Background: an optimization exercise with open tools, aiming at small area and a short achievable clock period. Do not read the settings as production practice.
RTL that was checked went through simulation tests only; none was proved equivalent to the original.
The RTL of runs 2 and 6 was laid out without a check of its function.
Power is estimated from default activity; no workload was simulated.

<file path="design.v">
module commit_trace_buffer #(
   parameter int DEPTH      = 16,
   parameter int DROP_CNT_W = 16
) (
   input  logic                      clk,
   input  logic                      rst_n,
   input  logic                      commit_valid,
   input  logic [31:0]               commit_pc,
   input  logic [31:0]               commit_instr,
   input  logic [4:0]                commit_rd,
   input  logic [31:0]               commit_data,
   output logic                      trace_valid,
   input  logic                      trace_ready,
   output logic [31:0]               trace_pc,
   output logic [31:0]               trace_instr,
   output logic [4:0]                trace_rd,
   output logic [31:0]               trace_data,
   output logic [15:0]               trace_seq,
   input  logic                      flush,
   input  logic                      clear_stats,
   output logic                      overflow,
   output logic [DROP_CNT_W-1:0]     drop_count,
   output logic [63:0]               retired_count,
   output logic [$clog2(DEPTH):0]    fill_level
);
   localparam int AW = $clog2(DEPTH);
   localparam logic [AW:0]           PTR_ONE  = 1;
   localparam logic [DROP_CNT_W-1:0] DROP_ONE = 1;
   logic [AW:0]           wr_ptr_q, wr_ptr_d;
   logic [AW:0]           rd_ptr_q, rd_ptr_d;
   logic [15:0]           seq_q, seq_d;
   logic                  overflow_q, overflow_d;
   logic [DROP_CNT_W-1:0] drop_cnt_q, drop_cnt_d;
   logic [63:0]           retired_q, retired_d;
   logic [31:0] pc_mem    [DEPTH];
   logic [31:0] instr_mem [DEPTH];
   logic [4:0]  rd_mem    [DEPTH];
   logic [31:0] data_mem  [DEPTH];
   logic [15:0] seq_mem   [DEPTH];
   logic          full;
   logic          empty;
   logic          pop;
   logic          push;
   logic          drop;
   logic [AW-1:0] wr_idx;
   logic [AW-1:0] rd_idx;
   assign wr_idx = wr_ptr_q[AW-1:0];
   assign rd_idx = rd_ptr_q[AW-1:0];
   assign empty  = (wr_ptr_q == rd_ptr_q);
   assign full   = (wr_ptr_q[AW] != rd_ptr_q[AW]) && (wr_idx == rd_idx);
   assign pop  = !empty && trace_ready && !flush;
   assign push = commit_valid && !flush && (!full || pop);
   assign drop = commit_valid && !flush && full && !pop;
   always_comb begin
      wr_ptr_d   = wr_ptr_q;
      rd_ptr_d   = rd_ptr_q;
      seq_d      = seq_q;
      overflow_d = overflow_q;
      drop_cnt_d = drop_cnt_q;
      retired_d  = retired_q;
      if (flush) begin
         wr_ptr_d = '0;
         rd_ptr_d = '0;
      end else begin
         if (push) wr_ptr_d = wr_ptr_q + PTR_ONE;
         if (pop)  rd_ptr_d = rd_ptr_q + PTR_ONE;
      end
      if (commit_valid) seq_d = seq_q + 16'd1;
      if (clear_stats) begin
         overflow_d = 1'b0;
         drop_cnt_d = '0;
         retired_d  = '0;
      end else begin
         if (drop) begin
            overflow_d = 1'b1;
            if (drop_cnt_q != {DROP_CNT_W{1'b1}}) drop_cnt_d = drop_cnt_q + DROP_ONE;
         end
         if (commit_valid) retired_d = retired_q + 64'd1;
      end
   end
   always_ff @(posedge clk or negedge rst_n) begin
      if (!rst_n) begin
         wr_ptr_q   <= '0;
         rd_ptr_q   <= '0;
         seq_q      <= '0;
         overflow_q <= 1'b0;
         drop_cnt_q <= '0;
         retired_q  <= '0;
      end else begin
         wr_ptr_q   <= wr_ptr_d;
         rd_ptr_q   <= rd_ptr_d;
         seq_q      <= seq_d;
         overflow_q <= overflow_d;
         drop_cnt_q <= drop_cnt_d;
         retired_q  <= retired_d;
      end
   end
   always_ff @(posedge clk) begin
      if (push) begin
         pc_mem[wr_idx]    <= commit_pc;
         instr_mem[wr_idx] <= commit_instr;
         rd_mem[wr_idx]    <= commit_rd;
         data_mem[wr_idx]  <= commit_data;
         seq_mem[wr_idx]   <= seq_q;
      end
   end
   assign trace_valid   = !empty;
   assign trace_pc      = trace_valid ? pc_mem[rd_idx]    : '0;
   assign trace_instr   = trace_valid ? instr_mem[rd_idx] : '0;
   assign trace_rd      = trace_valid ? rd_mem[rd_idx]    : '0;
   assign trace_data    = trace_valid ? data_mem[rd_idx]  : '0;
   assign trace_seq     = trace_valid ? seq_mem[rd_idx]   : '0;
   assign overflow      = overflow_q;
   assign drop_count    = drop_cnt_q;
   assign retired_count = retired_q;
   assign fill_level    = wr_ptr_q - rd_ptr_q;
endmodule
</file>
<file path="constraint.sdc">
create_clock -name core_clock -period 5.5 [get_ports {clk}]
set_input_delay 1.1000 -clock core_clock [delete_from_list [all_inputs] [get_ports {clk}]]
set_output_delay 1.1000 -clock core_clock [all_outputs]
set_load 0.01 [all_outputs]
</file>
<file path="run.sh">
#!/bin/bash
# synth_recipe.tcl (not shown) runs the flow's synth.tcl, then flattens the netlist and writes it again
# the make line also repeats each setting of config.mk as NAME=value (left out here)
make -C /OpenROAD-flow-scripts/flow DESIGN_CONFIG=/design/flow/config.mk WORK_HOME=/design/flow/orfs CLKGATE_MAP_FILE= SYNTH_SCRIPT=/design/flow/synth_recipe.tcl finish
</file>
<file path="config.mk">
export PLATFORM = sky130hd
export DESIGN_NAME = commit_trace_buffer
export DESIGN_NICKNAME = commit_trace_buffer
export VERILOG_FILES = /design/flow/design.v
export SDC_FILE = /design/flow/constraint.sdc
export NUM_CORES = 4
export LEC_CHECK = 0
export CAP_MARGIN = 20
export CORE_MARGIN = 2
export CORE_UTILIZATION = 40
export SLEW_MARGIN = 20
</file>
==> results of run 1 <==
cell families (layout without fill, tap and decap cells):
logic type | count (synthesis) | after routing
xor+xnor | 67 | 67
compound gates | 83 | 83
fa+ha+maj | 13 | 13
mux | 592 | 592
flops | 1979 | 1979
other cells | 0 | 4
buf+inv | 179 | 786
simple gates | 408 | 408
layout make-up:
type,count,area (µm²)
Fill cell,15400,100000
Antenna cell,4,10.0
Sequential cell,1979,58900
Inverter,17,71.3
Timing Repair Buffer,397,4410
Clock buffer,242,5310
Tap cell,2511,3140
Clock inverter,130,1090
Multi-Input combinational cell,1163,16900
critical path: cells and delay by family, from the launching register on:
family	cells	cell delay (ps)
buffers and inverters	3	1150
DFF	1	680
muxes	2	1110
and+or+nand+nor	1	200
power by group through the flow:
stage	combinational (W)	clock [W]	sequential (W)
floorplan	0.00282	0	0.0172
global placement	0.00464	0	0.0172
detailed placement	0.00466	0	0.0173
CTS	0.00467	0.0136	0.0169
global route	0.00488	0.0141	0.0170
finish	0.00454	0.0132	0.0169
flip-flops by register name, indices dropped and copies added, names as in the netlist:
name / count
data_mem: 512
drop_cnt_q: 16
instr_mem: 512
overflow_q: 1
pc_mem: 512
rd_mem: 80
rd_ptr_q: 5
retired_q: 64
seq_mem: 256
seq_q: 16
wr_ptr_q: 5
per-layer routing:
| metal | wire length [µm] | up-vias | part of all wire | GRT usage |
|---|---|---|---|---|
| met5 | 80 | - | 0.00044 | 0 |
| met2 | 86900 | 1076 | 0.48 | 0.292 |
| met4 | 4910 | 14 | 0.027 | 0.0569 |
| met1 | 78000 | 19400 | 0.43 | 0.265 |
| met3 | 10600 | 265 | 0.058 | 0.0361 |
| li1 | - | 14900 | - | - |
placed cells by master, fill, tap and decap left out, types with 30 or more instances in the layout:
cell type,instances
nand3_1,38
clkinv_1,63
nand4_1,32
buf_12,53
nand2_1,41
xor2_1,37
a21oi_1,37
buf_4,35
clkdlybuf4s50_1,308
clkbuf_1,35
dfrtp_1,104
nor2_1,66
xnor2_1,30
clkinv_2,32
and2_1,120
edfxtp_1,1872
mux4_2,585
or3_1,31
clkbuf_16,207
worst min-delay path by stage:
stage / startpoint / end / slack, ps / cells past startpoint
2_1_floorplan: wr_ptr_q[4] / wr_ptr_q[4] / 470 / 1
3_3_place_gp: wr_ptr_q[4] / wr_ptr_q[4] / 490 / 1
3_5_place_dp: overflow_q / overflow_q / 500 / 2
4_1_cts: rst_n / retired_q[16] / 400 / 1
5_1_grt: rst_n / retired_q[16] / 470 / 1
6_report: rst_n / retired_q[18] / 400 / 1
stage by stage:
stage | setup WS, ps | hold WS, ps | cell area, µm²
final | 385 | 400 | 89800
after floorplan | 12.2 | 471 | 76400
after CTS | 248 | 404 | 89800
after global routing | 183 | 468 | 89800
after detailed placement | 1170 | 498 | 83400
after global placement | 1180 | 485 | 83400
==> summary.txt, run 1 <==
Global routing
  – Total gr overflow: 0
  – Vias in the first global route: 37100
  – Pin count of the biggest net entering global routing: 115
  – First-pass GRT wire length: 262000 µm
  – Total GRT Usage: 0.186
  – Antenna violations before repair: 24

Outcome
  – Status: no timing/DRC/antenna violations

Route
  – Via count: 35700
  – Pre-Repair DR Iteration Count: 5
  – Antenna-violating nets left: 0
  – Drt first-iter violations: 3485
  – Routed length per placed instance: 28.0 µm
  – Drt total wl: 180000 µm
  – Residual DRC: 0
  – Vias per cell: 5.53

Floorplanning
  – Die H: 441 µm
  – Chip Width: 441 µm
  – Initial Util: 0.402
  – Num ports: 311
  – Total core area: 190000 µm²
  – Die Footprint: 195000 µm²
  – Row count: 160

Min path
  – Worst min path class: in2async

Timing
  – Tmin final: 5120 ps
  – Worst-margin pin slew: 1100 ps
  – FMAX: 195 MHz
  – Setup TNS: 0 ps
  – Unrepaired setup endpoints after global routing: false
  – Final period utilization: 0.930
  – Final setup viols: 0
  – Clk_skew: 34.9 ps
  – Max_slew headroom: 0.263
  – Final max-slew violation count: 0
  – Final Hold Fails: 0

Power
  – Flop pwr share: 0.488
  – Pint: 0.0267 W
  – Clock Power Share: 0.381
  – Worst vdd ir: 0.264 mV
  – Switching share of power: 0.232
  – Total power: 0.0347 W
  – Pwr Density: 387 nW/µm²
  – Logic pwr share: 0.131
  – LEAKAGE: 27.7 nW
  – Switching Power: 0.00804 W

Synth
  – Ranking of synthesized cells by area: edfxtp_1, mux4_2, dfrtp_1
  – Synth Area in Adders: 0.00223
  – Post-synth top area share: 0.735
  – Post-synthesis cell area: 76400 µm²
  – Compound-Gate Fraction of Synth Area: 0.00607
  – Post-synth top flop: edfxtp_1
  – Post-Synth Simple-Gate Area: 0.0306
  – Commonest cells post-synth: edfxtp_1, mux4_2, and2_1
  – FFs w/ async S/R, synth: 0.0541
  – Post-synth EDFFs: 1872
  – Seq/Total Area, Yosys: 0.770
  – #FFs+latches synth: 1979
  – Mapped Cells: 3321
  – Mean Syn Cell Area: 23.0 µm²
  – Post-Syn Nets: 3441
  – Largest family of logic cells by synthesized area: multiplexers
  – Area leader, netlist: edfxtp_1
  – XOR/XNOR Fraction of Synth Area: 0.00768
  – Multiplexer area fraction after synthesis: 0.173
  – Netlist cell types: 46
  – Yosys warns: 1
  – Most frequent cell after synthesis: edfxtp_1

Job
  – Max_cap viols: 0

Place
  – Placed insts: 6067
  – Port bufs: 310
  – Post-DP HPWL: 94800 µm
  – RD Place Congestion: 0.764

Clocking
  – Post CTS Setup Buffer Count: 0
  – CTS tree: done
  – H-tree depth: 4
  – CTS buffer count: 201
  – Deepest clock path buffer count: 3
  – Cts repair resizes: 0
  – Hold-fix buffers, CTS: 0
  – Root buf cell: clkbuf_16
  – Skew-Pair Late Insertion Delay: 830 ps
  – Clock transition at path regs: 60 ps
  – Clk sinks: 1979

Finish
  – Area growth syn-to-layout: 17.5%
  – Layout cells sized above 1: 0.250
  – Post-layout util: 0.473
  – Final Non-Filler Cells: 6443
  – Final nets: 3879

Critical path
  – Largest stage delay, worst path: 680 ps
  – Crit path required time: 4400 ps
  – Worst Path Max Fanout: 26
  – FF-to-FF Start: rd_ptr_q[3]
  – Arrival time at the worst endpoint: 4020 ps
  – Worst Setup SP: rd_ptr_q[0]
  – Critical Path Sink Type: output port
  – Cell mode on critical path: mux4_2
  – R2r setup slk: 1640 ps
  – Worst setup SP type: flip-flop
  – CP cell instances: buf_12, buf_4, mux4_2, mux4_2, and2_1, clkdlybuf4s50_1
  – Worst r2r path cells: 8
  – Reg-to-Reg End: instr_mem[9][8]
  – Critical-path top delay cell: dfrtp_4
  – Critical Path End: trace_pc[24]
  – CP Class: reg2out
==> run 2: changes to the inputs <==
==> design.v (replaced) <==
module commit_trace_buffer #(
   parameter int DEPTH      = 16,
   parameter int DROP_CNT_W = 16
) (
   input  logic                      clk,
   input  logic                      rst_n,
   input  logic                      commit_valid,
   input  logic [31:0]               commit_pc,
   input  logic [31:0]               commit_instr,
   input  logic [4:0]                commit_rd,
   input  logic [31:0]               commit_data,
   output logic                      trace_valid,
   input  logic                      trace_ready,
   output logic [31:0]               trace_pc,
   output logic [31:0]               trace_instr,
   output logic [4:0]                trace_rd,
   output logic [31:0]               trace_data,
   output logic [15:0]               trace_seq,
   input  logic                      flush,
   input  logic                      clear_stats,
   output logic                      overflow,
   output logic [DROP_CNT_W-1:0]     drop_count,
   output logic [63:0]               retired_count,
   output logic [$clog2(DEPTH):0]    fill_level
);
   localparam int AW = $clog2(DEPTH);
   localparam int RW = 32 + 32 + 5 + 32 + 16;
   logic [AW:0]           cnt_q;       
   logic                  valid_q;     
   logic                  more_q;      
   logic                  full_q;      
   logic [AW-1:0]         wr_q;        
   logic [AW-1:0]         rd_q;        
   logic [15:0]           seq_q;
   logic                  overflow_q;
   logic [DROP_CNT_W-1:0] drop_cnt_q;
   logic [63:0]           retired_q;
   localparam int NS = DEPTH - 1;    
   logic [RW-1:0] mem [NS];
   logic [NS-1:0] wr_dec, rd_dec;
   logic [RW-1:0] rd_data;
   logic [RW-1:0] head_q;
   logic [RW-1:0] rec_in;
   logic pop, push, drop, to_store;
   assign rec_in = {commit_pc, commit_instr, commit_rd, commit_data, seq_q};
   assign pop      = valid_q && trace_ready && !flush;
   assign push     = commit_valid && !flush && (!full_q || trace_ready);
   assign drop     = commit_valid && !flush && full_q && !trace_ready;
   assign to_store = more_q || (valid_q && !trace_ready);
   always_ff @(posedge clk or negedge rst_n) begin
      if (!rst_n) begin
         cnt_q   <= '0;
         valid_q <= 1'b0;
         more_q  <= 1'b0;
         full_q  <= 1'b0;
         wr_q    <= '0;
         rd_q    <= '0;
      end else if (flush) begin
         cnt_q   <= '0;
         valid_q <= 1'b0;
         more_q  <= 1'b0;
         full_q  <= 1'b0;
         wr_q    <= '0;
         rd_q    <= '0;
      end else begin
         case ({push, pop})
            2'b10: begin
               cnt_q   <= cnt_q + 1'b1;
               valid_q <= 1'b1;
               more_q  <= valid_q;
               full_q  <= (cnt_q == DEPTH - 1);
            end
            2'b01: begin
               cnt_q   <= cnt_q - 1'b1;
               valid_q <= more_q;
               more_q  <= (cnt_q > 2);
               full_q  <= 1'b0;
            end
            default: ;
         endcase
         if (push && to_store) wr_q <= (wr_q == AW'(NS - 1)) ? '0 : wr_q + 1'b1;
         if (pop && more_q)    rd_q <= (rd_q == AW'(NS - 1)) ? '0 : rd_q + 1'b1;
      end
   end
   always_comb begin
      rd_data = '0;
      for (int i = 0; i < NS; i++) begin
         wr_dec[i] = (wr_q == AW'(i));
         rd_dec[i] = (rd_q == AW'(i));
         rd_data   = rd_data | ({RW{rd_dec[i]}} & mem[i]);
      end
   end
   always_ff @(posedge clk) begin
      for (int i = 0; i < NS; i++)
         if (wr_dec[i] && (!full_q || trace_ready)) mem[i] <= rec_in;
      if (!valid_q || trace_ready) head_q <= more_q ? rd_data : rec_in;
   end
   always_ff @(posedge clk or negedge rst_n) begin
      if (!rst_n) begin
         seq_q      <= '0;
         overflow_q <= 1'b0;
         drop_cnt_q <= '0;
         retired_q  <= '0;
      end else begin
         if (commit_valid) seq_q <= seq_q + 16'd1;
         if (clear_stats) begin
            overflow_q <= 1'b0;
            drop_cnt_q <= '0;
            retired_q  <= '0;
         end else begin
            if (drop) begin
               overflow_q <= 1'b1;
               if (drop_cnt_q != {DROP_CNT_W{1'b1}}) drop_cnt_q <= drop_cnt_q + 1'b1;
            end
            if (commit_valid) retired_q <= retired_q + 64'd1;
         end
      end
   end
   assign trace_valid   = valid_q;
   assign {trace_pc, trace_instr, trace_rd, trace_data, trace_seq} = head_q;
   assign overflow      = overflow_q;
   assign drop_count    = drop_cnt_q;
   assign retired_count = retired_q;
   assign fill_level    = cnt_q;
endmodule
--- a/config.mk
+++ b/config.mk
@@ -8,4 +8,5 @@
 export CAP_MARGIN = 20
 export CORE_MARGIN = 2
 export CORE_UTILIZATION = 40
+export SETUP_SLACK_MARGIN = 2.6
 export SLEW_MARGIN = 20
==> run 2 against run 1 <==
  * Still clean on timing, DRC and antenna
  * Fmax is 75% higher
  * Non-clock buffer count up 116
  * Critical path depth unchanged
  * Die area shrank 2.5%
  * Combinational power is 69% lower
  * Routed wire length is 29% higher
  * Global-route usage increased by 5.3 points
  * Total power shrank 8.7%
==> summary.txt, run 2 <==
Finish
  – Largest register FFs: 1755
  – Commonest cells after routing, fill and taps aside: edfxtp_1, a22oi_1, clkbuf_16 (was edfxtp_1, mux4_2, clkdlybuf4s50_1)
  – Filler cells: 15500 (was 15400)
  – Area growth syn-to-layout: 18.8% (was 17.5%)
  – Seq. cell area: 59100 µm² (was 58900 µm²)
  – Largest reg by FF count: mem
  – Layout cells sized above 1: 0.136 (was 0.250)
  – Commonest non-fill, non-tap cell in the layout: edfxtp_1 (unchanged)
  – Multi-input gate area: 14700 µm² (was 16900 µm²)
  – Biggest regs: mem (1755), head_q (117), retired_q (64) (was data_mem (512), instr_mem (512), pc_mem (512))
  – Final nets: 4871 (was 3879)
  – Final Non-Filler Cells: 7404 (was 6443)

Critical path
  – Worst Path Max Fanout: 17 (was 26)
  – Crit path required time: 6070 ps (was 4400 ps)
  – Reg-to-Reg End: head_q[1] (was instr_mem[9][8])
  – R2r setup slk: 2590 ps (was 1640 ps)
  – Worst r2r path cells: 6 (was 8)
  – Largest stage delay, worst path: 680 ps (about the same)
  – CP cell instances: buf_12, and3b_1, buf_4, a32o_1, a2111oi_0, a31oi_1 (was buf_12, buf_4, mux4_2, mux4_2, and2_1, clkdlybuf4s50_1)
  – Worst setup SP type: flip-flop (unchanged)
  – Critical Path Sink Type: flip-flop (was output port)
  – Arrival time at the worst endpoint: 3490 ps (was 4020 ps)
  – FF-to-FF Start: rd_q[1] (was rd_ptr_q[3])
  – Critical-path top delay cell: dfrtp_4 (unchanged)
  – CP Class: reg2reg (was reg2out)

Clocking
  – Skew-Pair Late Insertion Delay: 840 ps (was 830 ps)
  – Clk sinks: 1985 (was 1979)
  – CTS tree: done (unchanged)
  – Hold-fix buffers, CTS: 0 (unchanged)
  – Root buf cell: clkbuf_16 (unchanged)
  – CTS buffer count: 198 (was 201)
  – H-tree depth: 4 (unchanged)
  – Clock transition at path regs: 60 ps (about the same)
  – Deepest clock path buffer count: 3 (unchanged)

Global routing
  – Pin count of the biggest net entering global routing: 118 (was 115)
  – Total GRT Usage: 0.239 (was 0.186)
  – Antenna violations before repair: 13 (was 24)
  – Total gr overflow: 0 (unchanged)
  – First-pass GRT wire length: 328000 µm (was 262000 µm)
  – Vias in the first global route: 43700 (was 37100)

Place
  – Placed insts: 6972 (was 6067)
  – Port bufs: 310 (unchanged)
  – RD Place Congestion: 0.800 (was 0.764)
  – Post-DP HPWL: 124000 µm (was 94800 µm)

Timing
  – Final period utilization: 0.530 (was 0.930)
  – Final setup viols: 0 (unchanged)
  – Worst-margin pin slew: 1420 ps (was 1100 ps)
  – Unrepaired setup endpoints after global routing: true (was false)
  – Final Hold Fails: 0 (unchanged)
  – Final max-slew violation count: 0 (unchanged)
  – Setup TNS: 0 ps (unchanged)
  – Tmin final: 2910 ps (was 5120 ps)
  – FMAX: 343 MHz (was 195 MHz)
  – Max_slew headroom: 0.0560 (was 0.263)
  – Clk_skew: 55.5 ps (was 34.9 ps)

Synth
  – Seq/Total Area, Yosys: 0.793 (was 0.770)
  – #FFs+latches synth: 1985 (was 1979)
  – Netlist cell types: 81 (was 46)
  – Post-synthesis cell area: 74500 µm² (was 76400 µm²)
  – Commonest cells post-synth: edfxtp_1, a22oi_1, nor2_1 (was edfxtp_1, mux4_2, and2_1)
  – Post-synth EDFFs: 1872 (unchanged)
  – Most frequent cell after synthesis: edfxtp_1 (unchanged)
  – Ranking of synthesized cells by area: edfxtp_1, a22oi_1, dfrtp_1 (was edfxtp_1, mux4_2, dfrtp_1)
  – FFs w/ async S/R, synth: 0.0569 (was 0.0541)
  – Area leader, netlist: edfxtp_1 (unchanged)
  – Post-synth top area share: 0.755 (was 0.735)
  – Mapped Cells: 4313 (was 3321)
  – Mean Syn Cell Area: 17.3 µm² (was 23.0 µm²)
  – Yosys warns: 2 (was 1)
  – Post-synth top flop: edfxtp_1 (unchanged)
  – Post-Syn Nets: 4427 (was 3441)

Power
  – Total power: 0.0317 W (was 0.0347 W)
  – Pwr Density: 358 nW/µm² (was 387 nW/µm²)
  – LEAKAGE: 28.4 nW (was 27.7 nW)
  – Worst vdd ir: 0.307 mV (was 0.264 mV)

Route
  – Drt first-iter violations: 6211 (was 3485)
  – Pre-Repair DR Iteration Count: 7 (was 5)
  – Routed length per placed instance: 31.4 µm (was 28.0 µm)
  – Antenna-violating nets left: 0 (unchanged)
  – Drt total wl: 232000 µm (was 180000 µm)
  – Residual DRC: 0 (unchanged)
  – Via count: 45200 (was 35700)
  – Vias per cell: 6.10 (was 5.53)

Floorplanning
  – Initial Util: 0.402 (about the same)
  – Die Footprint: 190000 µm² (was 195000 µm²)
  – Total core area: 185000 µm² (was 190000 µm²)
  – Die H: 436 µm (was 441 µm)
  – Row count: 158 (was 160)
  – Num ports: 311 (unchanged)
  – Chip Width: 436 µm (was 441 µm)

Outcome
  – Status: no timing/DRC/antenna violations (unchanged)

Min path
  – Worst min path class: in2async (unchanged)

Job
  – Max_cap viols: 0 (unchanged)
-- run 2: changes by cell type after synthesis, moves of 58 or more --
cell,previous run,this run
a22o_1,0,131
nor2_1,66,214
mux4_2,585,2
buf_2,42,102
a221oi_1,0,92
nand2_1,42,165
a21oi_1,37,126
and2_1,132,7
mux2_2,1,59
a22oi_1,0,416
a222oi_1,0,73
-- run 2: area by class of cell --
cell class              instances  area share
diodes                          4    0.000113
well taps                    2480      0.0351
repair buffers                513      0.0594
multi-input cells            2040       0.166
clock buffers                 247      0.0582
flip-flops and latches       1985       0.668
clock inverters               116      0.0122
inverters                      19    0.000806
-- run 2: how the worst max path moves through the flow --
stage,end,startpoint,slack [ps],depth (start not counted)
4_1_cts,head_q[59],rd_q[0],2530,6
3_3_place_gp,mem[1][61],trace_ready,1220,5
5_1_grt,drop_cnt_q[15],commit_valid,2420,7
2_1_floorplan,mem[0][0],trace_ready,520,4
3_5_place_dp,cnt_q[4],commit_valid,1450,9
6_report,head_q[1],rd_q[1],2590,6
-- run 2: stage by stage --
| stage | cell area (µm²) | setup WS (ps) | utilization | hold slack [ps] |
|---|---|---|---|---|
| 3_3_place_gp | 81500 | 1220 | 0.440 | 487 |
| 5_1_grt | 88500 | 2420 | 0.478 | 68.8 |
| 3_5_place_dp | 81500 | 1450 | 0.440 | 493 |
| 4_1_cts | 88300 | 2530 | 0.477 | 39.4 |
| 6_report | 88500 | 2590 | 0.478 | 93.9 |
| 2_1_floorplan | 74700 | 520 | - | 525 |
-- run 2: timing repair --
item | CTS | global route
setup endpoints to repair | 346 | 534
pin swaps | 5 | 7
buffers inserted | 50 | 12
gates resized for setup | 191 | 19
gates cloned | 3 | 0
-- run 2: cell families after synthesis --
kind of cell,Yosys count,synth area share
DFF,1985,0.793
xor gates and xnor gates,64,0.00753
AOI/OAI and AO/OA,1126,0.116
and+or+nand+nor,727,0.0495
muxes,114,0.0167
adders and majority gates,7,0.00128
buffers and inverters,290,0.0167
-- run 2: metal layers --
layer	vias up	part of all wire	track usage
met1	23500	0.39	0.319
met4	10	0.035	0.0806
met2	2574	0.48	0.392
met3	415	0.10	0.0494
li1	18700	-	-
met5	-	0.00030	0
-- run 2: critical path, delay by kind of cell (launching register included) --
family | cells | cell delay [ps]
flops | 1 | 680
simple gates | 1 | 400
compound gates | 3 | 970
buf+inv | 2 | 590
-- run 2: where the power goes --
group	internal, W	switching [W]	leakage, nW
Sequential	0.0170	0.000295	18.6
Clock	0.00720	0.00582	3.02
Combinational	0.000545	0.000845	6.78
==> run 3: changes to the inputs <==
--- a/design.v
+++ b/design.v
@@ -24,23 +24,22 @@
    output logic [$clog2(DEPTH):0]    fill_level
 );
    localparam int AW = $clog2(DEPTH);
-   localparam int RW = 32 + 32 + 5 + 32 + 16;
+   localparam int RW = 32 + 32 + 5 + 32 + 16;    
+   localparam int NS = DEPTH - 1;                
    logic [AW:0]           cnt_q;       
    logic                  valid_q;     
    logic                  more_q;      
    logic                  full_q;      
-   logic [AW-1:0]         wr_q;        
-   logic [AW-1:0]         rd_q;        
+   logic [NS-1:0]         wr_q;        
+   logic [NS-1:0]         rd_q;        
    logic [15:0]           seq_q;
    logic                  overflow_q;
    logic [DROP_CNT_W-1:0] drop_cnt_q;
    logic [63:0]           retired_q;
-   localparam int NS = DEPTH - 1;    
    logic [RW-1:0] mem [NS];
-   logic [NS-1:0] wr_dec, rd_dec;
-   logic [RW-1:0] rd_data;
    logic [RW-1:0] head_q;
    logic [RW-1:0] rec_in;
+   logic [RW-1:0] head_d;
    logic pop, push, drop, to_store;
    assign rec_in = {commit_pc, commit_instr, commit_rd, commit_data, seq_q};
    assign pop      = valid_q && trace_ready && !flush;
@@ -53,15 +52,14 @@
          valid_q <= 1'b0;
          more_q  <= 1'b0;
          full_q  <= 1'b0;
-         wr_q    <= '0;
-         rd_q    <= '0;
+         wr_q    <= NS'(1);
+         rd_q    <= NS'(1);
       end else if (flush) begin
          cnt_q   <= '0;
          valid_q <= 1'b0;
          more_q  <= 1'b0;
          full_q  <= 1'b0;
-         wr_q    <= '0;
-         rd_q    <= '0;
+         rd_q    <= wr_q;
       end else begin
          case ({push, pop})
             2'b10: begin
@@ -78,22 +76,19 @@
             end
             default: ;
          endcase
-         if (push && to_store) wr_q <= (wr_q == AW'(NS - 1)) ? '0 : wr_q + 1'b1;
-         if (pop && more_q)    rd_q <= (rd_q == AW'(NS - 1)) ? '0 : rd_q + 1'b1;
+         if (push && to_store) wr_q <= {wr_q[NS-2:0], wr_q[NS-1]};
+         if (pop && more_q)    rd_q <= {rd_q[NS-2:0], rd_q[NS-1]};
       end
    end
    always_comb begin
-      rd_data = '0;
-      for (int i = 0; i < NS; i++) begin
-         wr_dec[i] = (wr_q == AW'(i));
-         rd_dec[i] = (rd_q == AW'(i));
-         rd_data   = rd_data | ({RW{rd_dec[i]}} & mem[i]);
-      end
+      head_d = {RW{!more_q}} & rec_in;
+      for (int i = 0; i < NS; i++)
+         head_d = head_d | ({RW{rd_q[i] && more_q}} & mem[i]);
    end
    always_ff @(posedge clk) begin
       for (int i = 0; i < NS; i++)
-         if (wr_dec[i] && (!full_q || trace_ready)) mem[i] <= rec_in;
-      if (!valid_q || trace_ready) head_q <= more_q ? rd_data : rec_in;
+         if (wr_q[i] && (!full_q || trace_ready)) mem[i] <= rec_in;
+      if (!valid_q || trace_ready) head_q <= head_d;
    end
    always_ff @(posedge clk or negedge rst_n) begin
       if (!rst_n) begin
--- a/config.mk
+++ b/config.mk
@@ -7,6 +7,6 @@
 export LEC_CHECK = 0
 export CAP_MARGIN = 20
 export CORE_MARGIN = 2
-export CORE_UTILIZATION = 40
-export SETUP_SLACK_MARGIN = 2.6
+export CORE_UTILIZATION = 60
+export SETUP_SLACK_MARGIN = 2.9
 export SLEW_MARGIN = 20
==> run 3 against run 2 <==
  * Still clean on timing, DRC and antenna
  * Combinational power fell by 23%
  * Clock power is essentially flat
  * Sequential cell count grew 22
  * Cell count is 14% lower
  * Clock skew fell by 30 ps
  * Via count is 2.2% lower
  * First-iteration DRC count rose by 3.7%
  * Synthesized area decreased by 1.4%
  * Utilization is 23 points higher
  * Largest cell class unchanged
==> summary.txt, run 3 <==
Outcome
  – Status: no timing/DRC/antenna violations (unchanged)

Floorplanning
  – Num ports: 311 (unchanged)
  – Total core area: 122000 µm² (was 185000 µm²)
  – Initial Util: 0.604 (was 0.402)
  – Row count: 128 (was 158)
  – Chip Width: 354 µm (was 436 µm)
  – Die H: 354 µm (was 436 µm)
  – Die Footprint: 125000 µm² (was 190000 µm²)

Timing
  – FMAX: 373 MHz (was 343 MHz)
  – Setup TNS: 0 ps (unchanged)
  – Unrepaired setup endpoints after global routing: true (unchanged)
  – Tmin final: 2680 ps (was 2910 ps)
  – Worst-margin pin slew: 1210 ps (was 1420 ps)
  – Final period utilization: 0.488 (was 0.530)
  – Max_slew headroom: 0.192 (was 0.0560)
  – Clk_skew: 25.9 ps (was 55.5 ps)
  – Final max-slew violation count: 0 (unchanged)
  – Min Hold Slack: 279 ps (was 93.9 ps)
  – Final setup viols: 0 (unchanged)
  – Setup ws final: 2820 ps (was 2590 ps)
  – Final Hold Fails: 0 (unchanged)

Critical path
  – Crit path required time: 5880 ps (was 6070 ps)
  – Critical Path Sink Type: flip-flop (unchanged)
  – Worst Path Max Fanout: 17 (unchanged)
  – Arrival time at the worst endpoint: 3060 ps (was 3490 ps)
  – Worst setup SP type: flip-flop (unchanged)
  – Critical-path top delay cell: dfrtp_4 (unchanged)
  – Largest stage delay, worst path: 620 ps (was 680 ps)
  – CP Class: reg2reg (unchanged)
  – CP cell instances: buf_12, and2_4, buf_4, a221oi_1, nand4_1 (was buf_12, and3b_1, buf_4, a32o_1, a2111oi_0, a31oi_1)

Finish
  – Biggest regs: mem (1755), head_q (117), retired_q (64) (unchanged)
  – Final nets: 4707 (was 4871)
  – Seq. cell area: 59700 µm² (was 59100 µm²)
  – Layout cells sized above 1: 0.150 (was 0.136)
  – Commonest non-fill, non-tap cell in the layout: edfxtp_1 (unchanged)
  – Largest reg by FF count: mem (unchanged)
  – Largest register FFs: 1755 (unchanged)
  – Commonest cells after routing, fill and taps aside: edfxtp_1, a221oi_1, a22o_1 (was edfxtp_1, a22oi_1, clkbuf_16)
  – Multi-input gate area: 13300 µm² (was 14700 µm²)
  – Filler cells: 7598 (was 15500)
  – Area growth syn-to-layout: 17.7% (was 18.8%)

Route
  – Drt total wl: 219000 µm (was 232000 µm)
  – Top Metal Used: met5 (unchanged)
  – Vias per cell: 6.91 (was 6.10)
  – Wire length on met2: 101000 µm (was 111000 µm)
  – Pre-Repair DR Iteration Count: 6 (was 7)
  – Residual DRC: 0 (unchanged)
  – Drt first-iter violations: 6439 (was 6211)
  – Via count: 44200 (was 45200)
  – Antenna-violating nets left: 0 (unchanged)
  – Met1 wire length: 85900 µm (was 89900 µm)
  – Routed wire length on met3: 26500 µm (was 23300 µm)
  – Routed length per placed instance: 34.3 µm (was 31.4 µm)

Global routing
  – Total GRT Usage: 0.351 (was 0.239)
  – First-pass GRT wire length: 312000 µm (was 328000 µm)
  – Pin count of the biggest net entering global routing: 118 (unchanged)
  – Total gr overflow: 0 (unchanged)
  – Antenna violations before repair: 20 (was 13)
  – Vias in the first global route: 42800 (was 43700)

Synth
  – Mean Syn Cell Area: 17.9 µm² (was 17.3 µm²)
  – Post-synth EDFFs: 1872 (unchanged)
  – Ranking of synthesized cells by area: edfxtp_1, a221oi_1, dfrtp_1 (was edfxtp_1, a22oi_1, dfrtp_1)
  – Post-Syn Nets: 4210 (was 4427)
  – Post-synth top flop: edfxtp_1 (unchanged)
  – #FFs+latches synth: 2007 (was 1985)
  – Area leader, netlist: edfxtp_1 (unchanged)
  – Commonest cells post-synth: edfxtp_1, a221oi_1, a22o_1 (was edfxtp_1, a22oi_1, nor2_1)
  – Seq/Total Area, Yosys: 0.811 (was 0.793)
  – Post-synth top area share: 0.765 (was 0.755)
  – Post-synthesis cell area: 73500 µm² (was 74500 µm²)
  – Netlist cell types: 56 (was 81)
  – FFs w/ async S/R, synth: 0.0673 (was 0.0569)
  – Mapped Cells: 4096 (was 4313)
  – Most frequent cell after synthesis: edfxtp_1 (unchanged)
  – Yosys warns: 2 (unchanged)

Clocking
  – Hold-fix buffers, CTS: 0 (unchanged)
  – H-tree depth: 4 (unchanged)
  – CTS tree: done (unchanged)
  – Skew-Pair Late Insertion Delay: 830 ps (was 840 ps)
  – Root buf cell: clkbuf_16 (unchanged)
  – Clk sinks: 2007 (was 1985)
  – Deepest clock path buffer count: 3 (unchanged)
  – CTS buffer count: 196 (was 198)
  – Clock transition at path regs: 70 ps (was 60 ps)

Power
  – LEAKAGE: 28.5 nW (was 28.4 nW)
  – Worst vdd ir: 0.353 mV (was 0.307 mV)
  – Pwr Density: 363 nW/µm² (was 358 nW/µm²)

Place
  – RD Place Congestion: 0.836 (was 0.800)
  – Place WS: 1560 ps (was 1450 ps)
  – Post-DP HPWL: 103000 µm (was 124000 µm)
  – Port bufs: 310 (unchanged)

Min path
  – Worst min path class: in2async (unchanged)

Job
  – Max_cap viols: 0 (unchanged)
-- run 3: metrics by stage --
stage	instances	area (µm²)	utilization	total power [W]
after global placement	5875	79000	0.650	0.0186
after detailed placement	5875	79000	0.650	0.0186
after global routing	6389	86400	0.711	0.0322
final	6389	86400	0.711	0.0314
after floorplan	4096	73600	-	0.0178
after CTS	6377	86400	0.710	0.0315
-- run 3: where the power goes --
group	switching, W	leakage [nW]	internal (W)
Sequential	0.000206	19.0	0.0170
Combinational	0.000684	6.42	0.000390
Clock	0.00563	3.07	0.00753
Total	0.00651	28.5	0.0249
-- run 3: final cells by class --
cell class,instances,share of cell area
diodes,4,0.000116
clock buffers,249,0.0608
clock inverters,116,0.0119
inverters,17,0.000738
multi-input cells,1850,0.154
flip-flops and latches,2007,0.690
well taps,1625,0.0235
repair buffers,521,0.0590
-- run 3: critical path, delay by kind of cell, from the launching register on --
kind            cells  cell delay [ps]
compound gates      1              390
buf+inv             2              470
flops               1              620
simple gates        2              760
-- run 3: routing by layer --
| layer | track usage | up-vias |
|---|---|---|
| met2 | 0.532 | 2919 |
| met4 | 0.107 | 26 |
| met1 | 0.511 | 22700 |
| li1 | - | 18100 |
| met5 | 0 | - |
| met3 | 0.0873 | 406 |
-- run 3: final timing paths --
check	startpoint	endpoint	slack, ps	cells after the start
worst max-delay path	more_q	head_q[2]	2820	5
worst min-delay path	rst_n	drop_cnt_q[11]	280	1
worst max register to register	more_q	head_q[2]	2820	5
worst min register to register	overflow_q	overflow_q	530	2
max in group asynchronous	rst_n	retired_q[50]	4170	2
min in group core_clock	overflow_q	overflow_q	530	2
-- run 3: timing repair --
item,4_1_cts,5_1_grt
buffers inserted,106,7
resized for setup,513,61
pin swaps,26,9
setup endpoints to repair,1629,73
cloned,31,1
-- run 3: cells by family after synthesis --
family / count (synthesis) / synth area share
DFF: 2007 / 0.811
AOI/OAI and AO/OA: 1036 / 0.114
and+or+nand+nor: 670 / 0.0459
buffers and inverters: 271 / 0.0141
xor gates and xnor gates: 68 / 0.00811
muxes: 37 / 0.00537
adders and majority gates: 7 / 0.00129
==> run 4: changes to the inputs <==
--- a/config.mk
+++ b/config.mk
@@ -8,5 +8,8 @@
 export CAP_MARGIN = 20
 export CORE_MARGIN = 2
 export CORE_UTILIZATION = 60
+export CTS_BUF_LIST = sky130_fd_sc_hd__clkbuf_8 sky130_fd_sc_hd__clkbuf_16
+export CTS_CLUSTER_DIAMETER = 80
+export CTS_CLUSTER_SIZE = 30
 export SETUP_SLACK_MARGIN = 2.9
 export SLEW_MARGIN = 20
==> run 4 against run 3 <==
  * Still clean
  * Register-to-register slack improved by 30 ps
  * Non-clock buffer count grew 24
  * Combinational power barely moved
  * Sequential share of layout area is 2.9 points higher
  * Critical path depth increased by 2
  * Total power shrank 18%
  * Setup slack better by 25 ps
  * Fmax is 0.94% higher
  * Worst hold slack gained 97 ps
  * Routed wire length up 0.28%
  * Sequential power is essentially flat
  * Largest cell class unchanged
  * Highest routed layer unchanged
==> summary.txt, run 4 <==
Outcome
  – Status: no timing/DRC/antenna violations (unchanged)

Route
  – Routed length per placed instance: 35.6 µm (was 34.3 µm)
  – Pre-Repair DR Iteration Count: 5 (was 6)
  – Via count: 43700 (was 44200)
  – Residual DRC: 0 (unchanged)
  – Vias per cell: 7.07 (was 6.91)
  – Antenna-violating nets left: 0 (unchanged)
  – Drt first-iter violations: 6839 (was 6439)
  – Drt total wl: 220000 µm (was 219000 µm)

Timing
  – Final Hold Fails: 0 (unchanged)
  – Tmin final: 2660 ps (was 2680 ps)
  – Min Hold Slack: 376 ps (was 279 ps)
  – Max_slew headroom: 0.165 (was 0.192)
  – Unrepaired setup endpoints after global routing: true (unchanged)
  – Worst-margin pin slew: 1250 ps (was 1210 ps)
  – Final period utilization: 0.483 (was 0.488)
  – Final setup viols: 0 (unchanged)
  – Setup TNS: 0 ps (unchanged)
  – Final max-slew violation count: 0 (unchanged)
  – Clk_skew: 26.4 ps (was 25.9 ps)
  – FMAX: 376 MHz (was 373 MHz)

Power
  – LEAKAGE: 27.3 nW (was 28.5 nW)
  – Pwr Density: 310 nW/µm² (was 363 nW/µm²)
  – Switching Power: 0.00549 W (was 0.00651 W)
  – Worst vdd ir: 0.340 mV (was 0.353 mV)
  – Clock Power Share: 0.291 (was 0.419)
  – Flop pwr share: 0.667 (was 0.547)
  – Switching share of power: 0.214 (was 0.207)
  – Logic pwr share: 0.042 (was 0.034)
  – Total power: 0.0257 W (was 0.0314 W)
  – Pint: 0.0202 W (was 0.0249 W)

Floorplanning
  – Total core area: 122000 µm² (unchanged)
  – Die H: 354 µm (unchanged)
  – Die Footprint: 125000 µm² (unchanged)
  – Num ports: 311 (unchanged)
  – Row count: 128 (unchanged)
  – Initial Util: 0.604 (unchanged)
  – Chip Width: 354 µm (unchanged)

Critical path
  – Largest stage delay, worst path: 540 ps (was 620 ps)
  – Crit path required time: 5850 ps (was 5880 ps)
  – Worst setup SP type: flip-flop (unchanged)
  – CP cell instances: clkbuf_4, buf_4, buf_8, clkbuf_16, a21oi_1, a221oi_1, nand4_1 (was buf_12, and2_4, buf_4, a221oi_1, nand4_1)
  – Critical Path Sink Type: flip-flop (unchanged)
  – Worst Path Max Fanout: 41 (was 17)
  – Reg-to-Reg End: head_q[68] (was head_q[2])
  – Arrival time at the worst endpoint: 3010 ps (was 3060 ps)
  – Worst r2r path cells: 7 (was 5)
  – Critical-path top delay cell: dfrtp_4 (unchanged)
  – R2r setup slk: 2840 ps (was 2820 ps)
  – FF-to-FF Start: more_q (unchanged)
  – CP Class: reg2reg (unchanged)

Synth
  – #FFs+latches synth: 2007 (unchanged)
  – Commonest cells post-synth: edfxtp_1, a221oi_1, a22o_1 (unchanged)
  – Area leader, netlist: edfxtp_1 (unchanged)
  – Post-synth top area share: 0.765 (unchanged)
  – Mapped Cells: 4096 (unchanged)
  – Post-synth EDFFs: 1872 (unchanged)
  – Post-Syn Nets: 4210 (unchanged)
  – Post-synth top flop: edfxtp_1 (unchanged)
  – Yosys warns: 2 (unchanged)
  – Post-synthesis cell area: 73500 µm² (unchanged)
  – Netlist cell types: 56 (unchanged)
  – Seq/Total Area, Yosys: 0.811 (unchanged)
  – Most frequent cell after synthesis: edfxtp_1 (unchanged)
  – Mean Syn Cell Area: 17.9 µm² (unchanged)
  – FFs w/ async S/R, synth: 0.0673 (unchanged)
  – Ranking of synthesized cells by area: edfxtp_1, a221oi_1, dfrtp_1 (unchanged)

Finish
  – Seq. cell area: 59700 µm² (about the same)
  – Commonest cells after routing, fill and taps aside: edfxtp_1, a221oi_1, a22o_1 (unchanged)
  – Area growth syn-to-layout: 13.0% (was 17.7%)
  – Biggest regs: mem (1755), head_q (117), retired_q (64) (unchanged)
  – Final nets: 4616 (was 4707)
  – Layout cells sized above 1: 0.115 (was 0.150)
  – Multi-input gate area: 13300 µm² (about the same)
  – Final Non-Filler Cells: 6183 (was 6389)
  – Largest register FFs: 1755 (unchanged)
  – Largest reg by FF count: mem (unchanged)
  – Filler cells: 7976 (was 7598)
  – Commonest non-fill, non-tap cell in the layout: edfxtp_1 (unchanged)

Min path
  – Worst min path class: in2async (unchanged)

Clocking
  – H-tree depth: 3 (was 4)
  – Clock transition at path regs: 110 ps (was 70 ps)
  – Skew-Pair Late Insertion Delay: 720 ps (was 830 ps)
  – Deepest clock path buffer count: 3 (unchanged)
  – Clk sinks: 2007 (unchanged)
  – CTS tree: done (unchanged)
  – CTS buffer count: 81 (was 196)
  – Root buf cell: clkbuf_16 (unchanged)

Global routing
  – Vias in the first global route: 41400 (was 42800)
  – Total gr overflow: 0 (unchanged)
  – Total GRT Usage: 0.345 (was 0.351)
  – Antenna violations before repair: 18 (was 20)
  – Pin count of the biggest net entering global routing: 118 (unchanged)
  – First-pass GRT wire length: 308000 µm (was 312000 µm)

Place
  – Port bufs: 310 (unchanged)
  – Post-DP HPWL: 103000 µm (unchanged)
  – RD Place Congestion: 0.836 (unchanged)
  – Placed insts: 5875 (unchanged)

Job
  – Max_cap viols: 0 (unchanged)
[run 4: per-layer routing]
metal,up-vias,global-route usage,part of all wire
met5,-,0,0.00055
met3,340,0.0662,0.12
met1,22700,0.509,0.39
met4,18,0.0924,0.028
met2,2919,0.537,0.46
li1,17800,-,-
[run 4: how the worst max path moves through the flow]
stage | from | end | slack [ps] | cells past startpoint
after CTS | more_q | head_q[52] | 2810 | 6
after detailed placement | trace_ready | mem[8][34] | 1560 | 4
after floorplan | trace_ready | wr_q[10] | 2400 | 6
after global placement | trace_ready | mem[8][44] | 1600 | 4
after global routing | retired_q[0] | retired_q[60] | 2780 | 8
final | more_q | head_q[68] | 2840 | 7
[run 4: worst max-delay path, delay by kind of cell, from the launching register on]
kind / cells / cell delay [ps]
AO/OA/AOI/OAI: 2 / 310
flip-flops: 1 / 540
buffers and inverters: 4 / 1020
AND/OR/NAND/NOR: 1 / 350
[run 4: logic make-up after synthesis]
group / count (synthesis) / share of synthesized area
simple gates: 670 / 0.0459
flops: 2007 / 0.811
xor+xnor: 68 / 0.00811
fa+ha+maj: 7 / 0.00129
buf+inv: 271 / 0.0141
mux: 37 / 0.00537
compound gates: 1036 / 0.114
[run 4: what timing repair did]
| item | 4_1_cts | 5_1_grt |
|---|---|---|
| gates cloned | 32 | 7 |
| resized for setup | 312 | 44 |
| pin swaps | 29 | 10 |
| setup endpoints to repair | 1784 | 160 |
| hold buffers | 0 | 0 |
| setup buffers | 105 | 25 |
[run 4: power groups by stage]
stage	sequential (W)	clock, W	combinational, W
CTS	0.0171	0.00750	0.00106
finish	0.0171	0.00747	0.00109
global placement	0.0175	0	0.00107
detailed placement	0.0175	0	0.00109
floorplan	0.0175	0	0.000326
global route	0.0172	0.00798	0.00117
[run 4: final cells by class]
cell class,instances,area share
Antenna cell,6,0.000181
Multi-Input combinational cell,1850,0.161
Inverter,17,0.000769
Clock buffer,84,0.0253
Sequential cell,2007,0.719
Tap cell,1625,0.0245
Clock inverter,49,0.00374
Timing Repair Buffer,545,0.0660
[run 4: per-stage QoR]
stage               instance area [µm²]  utilization  setup WS [ps]
floorplan                         73600            -           2400
global placement                  79000        0.650           1600
detailed placement                79000        0.650           1560
CTS                               82500        0.678           2810
global route                      83000        0.683           2780
finish                            83000        0.683           2840
==> run 5: changes to the inputs <==
==> flow/run.sh (new file) <==
#!/bin/bash
set -euo pipefail
bash standard.sh \
  BUFFER_PORTS_ARGS="-buffer_cell sky130_fd_sc_hd__buf_2" \
  CTS_ARGS="-sink_clustering_enable -repair_clock_nets -sink_clustering_size 30 -sink_clustering_max_diameter 80 -buf_list {sky130_fd_sc_hd__clkbuf_8 sky130_fd_sc_hd__clkbuf_16} -dont_use_dummy_load" \
  finish > standard_flow.log 2>&1
==> standard.sh (new file) <==
#!/bin/bash
# synth_recipe.tcl (not shown) runs the flow's synth.tcl, then flattens the netlist and writes it again
# the make line also repeats each setting of config.mk as NAME=value (left out here)
make -C /OpenROAD-flow-scripts/flow DESIGN_CONFIG=/design/flow/config.mk WORK_HOME=/design/flow/orfs CLKGATE_MAP_FILE= SYNTH_SCRIPT=/design/flow/synth_recipe.tcl "${@:-finish}"
removed: run.sh
==> run 5 against run 4 <==
  * Critical path type is now in2reg
  * Clock power down 5.8%
  * Count of clock-buffer cells in the layout down 3
  * Final area down 3.7%
  * Critical endpoint is now mem[11][42]
  * Routed wire length down 0.58%
  * Still clean on timing, DRC and antenna
  * Synthesized cell count unchanged
==> summary.txt, run 5 <==
Clocking
  – Skew-Pair Late Insertion Delay: 710 ps (was 720 ps)
  – Clock transition at path regs: 110 ps (about the same)
  – Root buf cell: clkbuf_16 (unchanged)
  – Deepest clock path buffer count: 3 (unchanged)
  – Clk sinks: 2007 (unchanged)
  – H-tree depth: 3 (unchanged)
  – CTS tree: done (unchanged)
  – CTS buffer count: 81 (unchanged)

Place
  – Place WS: 1720 ps (was 1560 ps)
  – RD Place Congestion: 0.798 (was 0.836)
  – Post-DP HPWL: 102000 µm (was 103000 µm)
  – Placed inst area: 77300 µm² (was 79000 µm²)
  – Port bufs: 310 (unchanged)

Finish
  – Filler cells: 8387 (was 7976)
  – Biggest regs: mem (1755), head_q (117), retired_q (64) (unchanged)
  – Area growth syn-to-layout: 8.87% (was 13.0%)
  – Largest reg by FF count: mem (unchanged)
  – Layout cells sized above 1: 0.141 (was 0.115)
  – Post-layout util: 0.658 (was 0.683)
  – Final nets: 4482 (was 4616)
  – Seq. cell area: 59600 µm² (was 59700 µm²)
  – Largest register FFs: 1755 (unchanged)
  – Commonest non-fill, non-tap cell in the layout: edfxtp_1 (unchanged)
  – Cell area after layout: 80000 µm² (was 83000 µm²)
  – Multi-input gate area: 13200 µm² (was 13300 µm²)
  – Commonest cells after routing, fill and taps aside: edfxtp_1, a221oi_1, a22o_1 (unchanged)

Global routing
  – First-pass GRT wire length: 299000 µm (was 308000 µm)
  – Total gr overflow: 0 (unchanged)
  – Vias in the first global route: 40000 (was 41400)
  – Pin count of the biggest net entering global routing: 140 (was 118)
  – Total GRT Usage: 0.335 (was 0.345)
  – Antenna violations before repair: 29 (was 18)

Synth
  – #FFs+latches synth: 2007 (unchanged)
  – Netlist cell types: 56 (unchanged)
  – Post-synthesis cell area: 73500 µm² (unchanged)
  – Post-synth top flop: edfxtp_1 (unchanged)
  – Post-Syn Nets: 4210 (unchanged)
  – Yosys warns: 2 (unchanged)
  – Ranking of synthesized cells by area: edfxtp_1, a221oi_1, dfrtp_1 (unchanged)
  – Mapped Cells: 4096 (unchanged)
  – Post-synth top area share: 0.765 (unchanged)
  – Area leader, netlist: edfxtp_1 (unchanged)
  – Commonest cells post-synth: edfxtp_1, a221oi_1, a22o_1 (unchanged)
  – Seq/Total Area, Yosys: 0.811 (unchanged)
  – Most frequent cell after synthesis: edfxtp_1 (unchanged)
  – FFs w/ async S/R, synth: 0.0673 (unchanged)
  – Post-synth EDFFs: 1872 (unchanged)
  – Mean Syn Cell Area: 17.9 µm² (unchanged)

Critical path
  – Worst setup SP type: primary input (was flip-flop)
  – Worst r2r path cells: 6 (was 7)
  – Critical Path Sink Type: flip-flop (unchanged)
  – Crit path required time: 5840 ps (was 5850 ps)
  – CP Class: in2reg (was reg2reg)
  – Arrival time at the worst endpoint: 3080 ps (was 3010 ps)
  – Worst Path Max Fanout: 50 (was 41)

Floorplanning
  – Num ports: 311 (unchanged)
  – Row count: 128 (unchanged)
  – Die H: 354 µm (unchanged)
  – Total core area: 122000 µm² (unchanged)
  – Chip Width: 354 µm (unchanged)
  – Die Footprint: 125000 µm² (unchanged)
  – Initial Util: 0.604 (unchanged)

Route
  – Drt total wl: 219000 µm (was 220000 µm)
  – Pre-Repair DR Iteration Count: 5 (unchanged)
  – Vias per cell: 7.12 (was 7.07)
  – Antenna-violating nets left: 0 (unchanged)
  – Drt first-iter violations: 6335 (was 6839)
  – Routed length per placed instance: 36.4 µm (was 35.6 µm)
  – Via count: 42800 (was 43700)
  – Residual DRC: 0 (unchanged)

Timing
  – Unrepaired setup endpoints after global routing: true (unchanged)
  – Final max-slew violation count: 0 (unchanged)
  – Clk_skew: 56.1 ps (was 26.4 ps)
  – Tmin final: 2730 ps (was 2660 ps)
  – FMAX: 366 MHz (was 376 MHz)
  – Worst-margin pin slew: 1140 ps (was 1250 ps)
  – Min Hold Slack: 345 ps (was 376 ps)
  – Final setup viols: 0 (unchanged)
  – Setup TNS: 0 ps (unchanged)
  – Final period utilization: 0.497 (was 0.483)
  – Final Hold Fails: 0 (unchanged)
  – Setup ws final: 2770 ps (was 2840 ps)
  – Max_slew headroom: 0.237 (was 0.165)

Outcome
  – Status: no timing/DRC/antenna violations (unchanged)

Power
  – LEAKAGE: 25.9 nW (was 27.3 nW)
  – Flop pwr share: 0.684 (was 0.667)
  – Switching share of power: 0.208 (was 0.214)
  – Switching Power: 0.00524 W (was 0.00549 W)
  – Logic pwr share: 0.036 (was 0.042)
  – Clock Power Share: 0.280 (was 0.291)
  – Pwr Density: 314 nW/µm² (was 310 nW/µm²)
  – Pint: 0.0199 W (was 0.0202 W)
  – Worst vdd ir: 0.284 mV (was 0.340 mV)

Min path
  – Worst min path class: in2async (unchanged)

Job
  – Max_cap viols: 0 (unchanged)
## run 5: cell counts after synthesis
Identical to the previous run, type by type.
## run 5: final timing paths
path | start | endpoint | slack, ps
min in group core_clock | overflow_q | overflow_q | 520
worst min-delay path | rst_n | drop_cnt_q[15] | 350
worst max register to register | more_q | head_q[76] | 2890
max in group asynchronous | rst_n | retired_q[60] | 4180
worst min register to register | overflow_q | overflow_q | 520
worst max-delay path | trace_ready | mem[11][42] | 2770
## run 5: repair_timing
item | in CTS | in global routing
hold buffers | 0 | 0
setup buffers | 10 | 7
pin swaps | 18 | 14
endpoints found under the setup margin | 923 | 896
gates cloned | 14 | 12
gates resized for setup | 23 | 11
## run 5: per-stage QoR
step / std cells / total power, W
floorplan: 4096 / 0.0178
global placement: 5867 / 0.0184
detailed placement: 5867 / 0.0184
CTS: 5972 / 0.0252
global route: 5997 / 0.0257
finish: 6004 / 0.0251
## run 5: cell families after synthesis
kind of cell               count (synthesis)  share of synthesized area
AOI/OAI and AO/OA                       1036                      0.114
xor gates and xnor gates                  68                    0.00811
adders and majority gates                  7                    0.00129
buffers and inverters                    271                     0.0141
DFF                                     2007                      0.811
muxes                                     37                    0.00537
and+or+nand+nor                          670                     0.0459
## run 5: routing by layer
metal	part of all wire	vias to the layer above	global-route usage
met1	0.39	22400	0.497
li1	-	17400	-
met3	0.11	310	0.0511
met5	0.00065	-	0
met2	0.48	2604	0.538
met4	0.023	20	0.0718
## run 5: power groups by stage
stage          Clock [W]  Combinational (W)  Sequential (W)
3_3_place_gp           0           0.000839          0.0175
2_1_floorplan          0           0.000326          0.0175
6_report         0.00704           0.000893          0.0172
5_1_grt          0.00753           0.000981          0.0172
4_1_cts          0.00709           0.000879          0.0172
3_5_place_dp           0           0.000858          0.0175
## run 5: final cells by class
cell class,count,area share
sequential,2007,0.745
multi-input combinational,1840,0.165
antenna,13,0.000407
tap,1625,0.0254
timing repair buffer,421,0.0375
clock buffer,81,0.0253
inverter,17,0.000798
## run 5: critical path, stage by stage
cell and delay (ps):
buf_2 220, nand2b_4 490, and2_4 740, buf_12 450
==> run 6: changes to the inputs <==
--- a/design.v
+++ b/design.v
@@ -31,7 +31,7 @@
    logic                  more_q;      
    logic                  full_q;      
    logic [NS-1:0]         wr_q;        
-   logic [NS-1:0]         rd_q;        
+   logic [NS-1:0]         rs_q;        
    logic [15:0]           seq_q;
    logic                  overflow_q;
    logic [DROP_CNT_W-1:0] drop_cnt_q;
@@ -40,12 +40,23 @@
    logic [RW-1:0] head_q;
    logic [RW-1:0] rec_in;
    logic [RW-1:0] head_d;
-   logic pop, push, drop, to_store;
+   logic [NS-1:0] we;
+   logic pop, push, drop, to_store, adv;
+   logic [AW:0] cnt_d;
    assign rec_in = {commit_pc, commit_instr, commit_rd, commit_data, seq_q};
    assign pop      = valid_q && trace_ready && !flush;
    assign push     = commit_valid && !flush && (!full_q || trace_ready);
    assign drop     = commit_valid && !flush && full_q && !trace_ready;
    assign to_store = more_q || (valid_q && !trace_ready);
+   assign adv      = !valid_q || trace_ready;
+   always_comb begin
+      cnt_d = cnt_q;
+      case ({push, pop})
+         2'b10:   cnt_d = cnt_q + 1'b1;
+         2'b01:   cnt_d = cnt_q - 1'b1;
+         default: ;
+      endcase
+   end
    always_ff @(posedge clk or negedge rst_n) begin
       if (!rst_n) begin
          cnt_q   <= '0;
@@ -53,42 +64,37 @@
          more_q  <= 1'b0;
          full_q  <= 1'b0;
          wr_q    <= NS'(1);
-         rd_q    <= NS'(1);
+         rs_q    <= '0;
       end else if (flush) begin
          cnt_q   <= '0;
          valid_q <= 1'b0;
          more_q  <= 1'b0;
          full_q  <= 1'b0;
-         rd_q    <= wr_q;
+         rs_q    <= '0;
       end else begin
-         case ({push, pop})
-            2'b10: begin
-               cnt_q   <= cnt_q + 1'b1;
-               valid_q <= 1'b1;
-               more_q  <= valid_q;
-               full_q  <= (cnt_q == DEPTH - 1);
-            end
-            2'b01: begin
-               cnt_q   <= cnt_q - 1'b1;
-               valid_q <= more_q;
-               more_q  <= (cnt_q > 2);
-               full_q  <= 1'b0;
-            end
-            default: ;
-         endcase
+         cnt_q   <= cnt_d;
+         valid_q <= (cnt_d != 0);
+         more_q  <= (cnt_d > 1);
+         full_q  <= (cnt_d == DEPTH);
          if (push && to_store) wr_q <= {wr_q[NS-2:0], wr_q[NS-1]};
-         if (pop && more_q)    rd_q <= {rd_q[NS-2:0], rd_q[NS-1]};
+         if (pop && more_q)
+            rs_q <= (cnt_d > 1) ? {rs_q[NS-2:0], rs_q[NS-1]} : '0;
+         else if (push && to_store && !more_q)
+            rs_q <= wr_q;
       end
    end
    always_comb begin
-      head_d = {RW{!more_q}} & rec_in;
+      head_d = ({RW{!adv}} & head_q) | ({RW{adv && !more_q}} & rec_in);
       for (int i = 0; i < NS; i++)
-         head_d = head_d | ({RW{rd_q[i] && more_q}} & mem[i]);
+         head_d = head_d | ({RW{adv && rs_q[i]}} & mem[i]);
    end
+   always_comb
+      for (int i = 0; i < NS; i++)
+         we[i] = (wr_q[i] && !full_q) || (wr_q[i] && full_q && trace_ready);
    always_ff @(posedge clk) begin
       for (int i = 0; i < NS; i++)
-         if (wr_q[i] && (!full_q || trace_ready)) mem[i] <= rec_in;
-      if (!valid_q || trace_ready) head_q <= head_d;
+         if (we[i]) mem[i] <= rec_in;
+      head_q <= head_d;
    end
    always_ff @(posedge clk or negedge rst_n) begin
       if (!rst_n) begin
==> run 6 against run 5 <==
  * Still clean
  * Register-to-register slack got worse by 110 ps
  * Sequential power about the same
  * Cell count up 0.98%
  * Utilization increased by 0.26 points
  * Total power up 1.3%
  * Clock skew grew 6.1 ps
  * Critical path depth is 10 higher
  * Count of clock-buffer cells in the layout rose by 1
  * Via count decreased by 1.5%
  * Setup slack worse by 86 ps
  * Critical endpoint is now rs_q[14]
==> summary.txt, run 6 <==
Outcome
  – Status: no timing/DRC/antenna violations (unchanged)

Finish
  – Cell area after layout: 79100 µm² (was 80000 µm²)
  – Post-layout util: 0.661 (was 0.658)
  – Multi-input gate area: 13200 µm² (about the same)
  – Commonest cells after routing, fill and taps aside: edfxtp_1, a22oi_1, buf_2 (was edfxtp_1, a221oi_1, a22o_1)
  – Commonest non-fill, non-tap cell in the layout: edfxtp_1 (unchanged)
  – Filler cells: 8348 (was 8387)
  – Largest register FFs: 1755 (unchanged)
  – Biggest regs: mem (1755), head_q (117), retired_q (64) (unchanged)
  – Area growth syn-to-layout: 9.21% (was 8.87%)
  – Seq. cell area: 58400 µm² (was 59600 µm²)
  – Layout cells sized above 1: 0.147 (was 0.141)
  – Final nets: 4559 (was 4482)
  – Largest reg by FF count: mem (unchanged)

Timing
  – FMAX: 355 MHz (was 366 MHz)
  – Max_slew headroom: 0.247 (was 0.237)
  – Tmin final: 2820 ps (was 2730 ps)
  – Setup ws final: 2680 ps (was 2770 ps)
  – Final setup viols: 0 (unchanged)
  – Final period utilization: 0.513 (was 0.497)
  – Worst-margin pin slew: 1130 ps (was 1140 ps)
  – Min Hold Slack: 387 ps (was 345 ps)
  – Unrepaired setup endpoints after global routing: true (unchanged)
  – Final max-slew violation count: 0 (unchanged)
  – Clk_skew: 62.2 ps (was 56.1 ps)
  – Final Hold Fails: 0 (unchanged)
  – Setup TNS: 0 ps (unchanged)

Floorplanning
  – Initial Util: 0.605 (was 0.604)
  – Total core area: 120000 µm² (was 122000 µm²)
  – Die H: 352 µm (was 354 µm)
  – Chip Width: 352 µm (was 354 µm)
  – Num ports: 311 (unchanged)
  – Die Footprint: 124000 µm² (was 125000 µm²)
  – Row count: 127 (was 128)

Synth
  – Post-Syn Nets: 4252 (was 4210)
  – Post-synth top flop: edfxtp_1 (unchanged)
  – Post-synth top area share: 0.727 (was 0.765)
  – Seq/Total Area, Yosys: 0.806 (was 0.811)
  – Post-synth EDFFs: 1755 (was 1872)
  – Post-synthesis cell area: 72500 µm² (was 73500 µm²)
  – Commonest cells post-synth: edfxtp_1, a22oi_1, a221oi_1, nand4_1, nand2_1 (was edfxtp_1, a221oi_1, a22o_1)
  – Netlist cell types: 56 (unchanged)
  – Ranking of synthesized cells by area: edfxtp_1, a22oi_1, dfrtp_1 (was edfxtp_1, a221oi_1, dfrtp_1)
  – Mapped Cells: 4137 (was 4096)
  – Yosys warns: 2 (unchanged)
  – Area leader, netlist: edfxtp_1 (unchanged)
  – FFs w/ async S/R, synth: 0.0673 (unchanged)
  – Most frequent cell after synthesis: edfxtp_1 (unchanged)
  – Mean Syn Cell Area: 17.5 µm² (was 17.9 µm²)
  – #FFs+latches synth: 2007 (unchanged)

Route
  – Drt first-iter violations: 5925 (was 6335)
  – Pre-Repair DR Iteration Count: 6 (was 5)
  – Via count: 42100 (was 42800)
  – Vias per cell: 6.94 (was 7.12)
  – Residual DRC: 0 (unchanged)
  – Antenna-violating nets left: 0 (unchanged)
  – Drt total wl: 206000 µm (was 219000 µm)
  – Routed length per placed instance: 33.9 µm (was 36.4 µm)

Clocking
  – Skew-Pair Late Insertion Delay: 710 ps (about the same)
  – CTS buffer count: 82 (was 81)
  – Hold-fix buffers, CTS: 0 (unchanged)
  – Clk sinks: 2007 (unchanged)
  – Deepest clock path buffer count: 3 (unchanged)
  – Clock transition at path regs: 110 ps (about the same)
  – H-tree depth: 3 (unchanged)
  – Root buf cell: clkbuf_16 (unchanged)
  – CTS tree: done (unchanged)

Critical path
  – Worst setup SP type: primary input (unchanged)
  – Crit path required time: 6080 ps (was 5840 ps)
  – Critical Path Sink Type: flip-flop (unchanged)
  – Worst Path Max Fanout: 8 (was 50)
  – Arrival time at the worst endpoint: 3400 ps (was 3080 ps)
  – CP Class: in2reg (unchanged)

Place
  – RD Place Congestion: 0.775 (was 0.798)
  – Place WS: 1300 ps (was 1720 ps)
  – Post-DP HPWL: 99700 µm (was 102000 µm)
  – Placed inst area: 76200 µm² (was 77300 µm²)
  – Port bufs: 310 (unchanged)

Job
  – Max_cap viols: 0 (unchanged)

Power
  – Pwr Density: 322 nW/µm² (was 314 nW/µm²)
  – Worst vdd ir: 0.269 mV (was 0.284 mV)
  – LEAKAGE: 26.1 nW (was 25.9 nW)

Global routing
  – First-pass GRT wire length: 285000 µm (was 299000 µm)
  – Total GRT Usage: 0.325 (was 0.335)
  – Vias in the first global route: 39300 (was 40000)
  – Antenna violations before repair: 20 (was 29)
  – Total gr overflow: 0 (unchanged)
  – Pin count of the biggest net entering global routing: 109 (was 140)

Min path
  – Worst min path class: in2async (unchanged)
## run 6: per-layer routing
layer	GRT usage	part of all wire	vias up
met5	0	0.00062	-
met4	0.0689	0.021	20
met3	0.0481	0.10	248
met2	0.520	0.48	2294
met1	0.482	0.40	22100
li1	-	-	17500
## run 6: path summary, 6_finish.rpt
check                                 to          from  depth (start not counted)  slack [ps]
min in group core_clock       head_q[19]    mem[5][19]                          2         440
setup / recovery                rs_q[14]  commit_valid                         14        2680
max in group asynchronous  retired_q[32]         rst_n                          2        4030
hold reg to reg               head_q[19]    mem[5][19]                          2         440
hold / removal             drop_cnt_q[2]         rst_n                          1         390
setup reg to reg                rs_q[14]       valid_q                         13        2780
## run 6: what timing repair did
item | in CTS | in global routing
resized for setup | 32 | 40
hold endpoints to repair | 0 | 0
gates cloned | 7 | 9
pin swaps | 16 | 12
buffers inserted | 28 | 7
endpoints found under the setup margin | 257 | 739
## run 6: worst max-delay path, cell delays in order
cell	delay [ps]
buf_6	80
buf_12	90
nor2b_4	160
nand2_4	70
ha_4	190
fa_2	400
a211oi_4	260
o21ba_2	210
o221ai_2	80
a21o_1	230
a41oi_4	200
buf_6	140
buf_12	130
o21ai_1	60
## run 6: metrics by stage
step	instances	total power (W)
2_1_floorplan	4137	0.0179
3_3_place_gp	5921	0.0187
3_5_place_dp	5921	0.0187
4_1_cts	6038	0.0255
5_1_grt	6059	0.0261
6_report	6063	0.0255
## run 6: power breakdown
| group | internal [W] | leakage, nW | switching (W) |
|---|---|---|---|
| sequential | 0.0168 | 18.8 | 0.000354 |
| combinational | 0.000461 | 6.20 | 0.000833 |
| clock | 0.00269 | 1.01 | 0.00429 |
| total | 0.0200 | 26.1 | 0.00548 |
## run 6: cell families after synthesis
kind of cell / share of synthesized area
AOI/OAI and AO/OA: 0.112
DFF: 0.806
adders and majority gates: 0.00148
muxes: 0.00290
xor gates and xnor gates: 0.0112
and+or+nand+nor: 0.0484
buffers and inverters: 0.0180
## run 6: area by class of cell
cell class              count  area share
flip-flops and latches   2007       0.738
multi-input cells        1850       0.166
repair buffers            458      0.0414
clock buffers              82      0.0259
well taps                1612      0.0255
inverters                  45     0.00213
diodes                      9    0.000285

-- what the ideal ports hide --
Ports are ideal in the flow. The routed layouts listed here were re-timed in OpenROAD. Step 1 sets driving cells, clkbuf_16 on the clock port and buf_2 on the other inputs (assumed; they add their load-dependent delay and slew). Step 2 also shifts input and output timing later by t, the mid clock arrival at the registers, as if the neighbouring blocks saw the same clock. Three values: ideal ports, drivers, drivers and shift; two values: the first two.
| run | shift t [ns] | slack for setup (ns) | worst hold slack (ns) | latest minus earliest clock arrival (ns) |
|---|---|---|---|---|
| run 1 | 0.897 | 0.385 / 0.305 / 1.180 | 0.400 / 0.346 / 0.511 | 0.041 / 0.041 |
| run 2 | 0.906 | 2.585 / 2.570 / 1.791 | 0.094 / 0.031 / 0.508 | 0.064 / 0.065 |
| run 3 | 0.889 | 2.816 / 2.774 / 2.073 | 0.279 / 0.243 / 0.532 | 0.034 / 0.033 |
| run 4 | 0.788 | 2.841 / 2.825 / 2.217 | 0.376 / 0.336 / 0.523 | 0.031 / 0.031 |
| run 5 | 0.772 | 2.765 / 2.827 / 2.056 | 0.345 / 0.299 / 0.519 | 0.066 / 0.067 |
| run 6 | 0.765 | 2.680 / 2.719 / 1.954 | 0.387 / 0.345 / 0.437 | 0.064 / 0.064 |
After both steps every run listed still meets setup and hold. The setup slack of run 2, which loses most, moves by -0.015 ns with the drivers and by -0.794 ns with both steps.
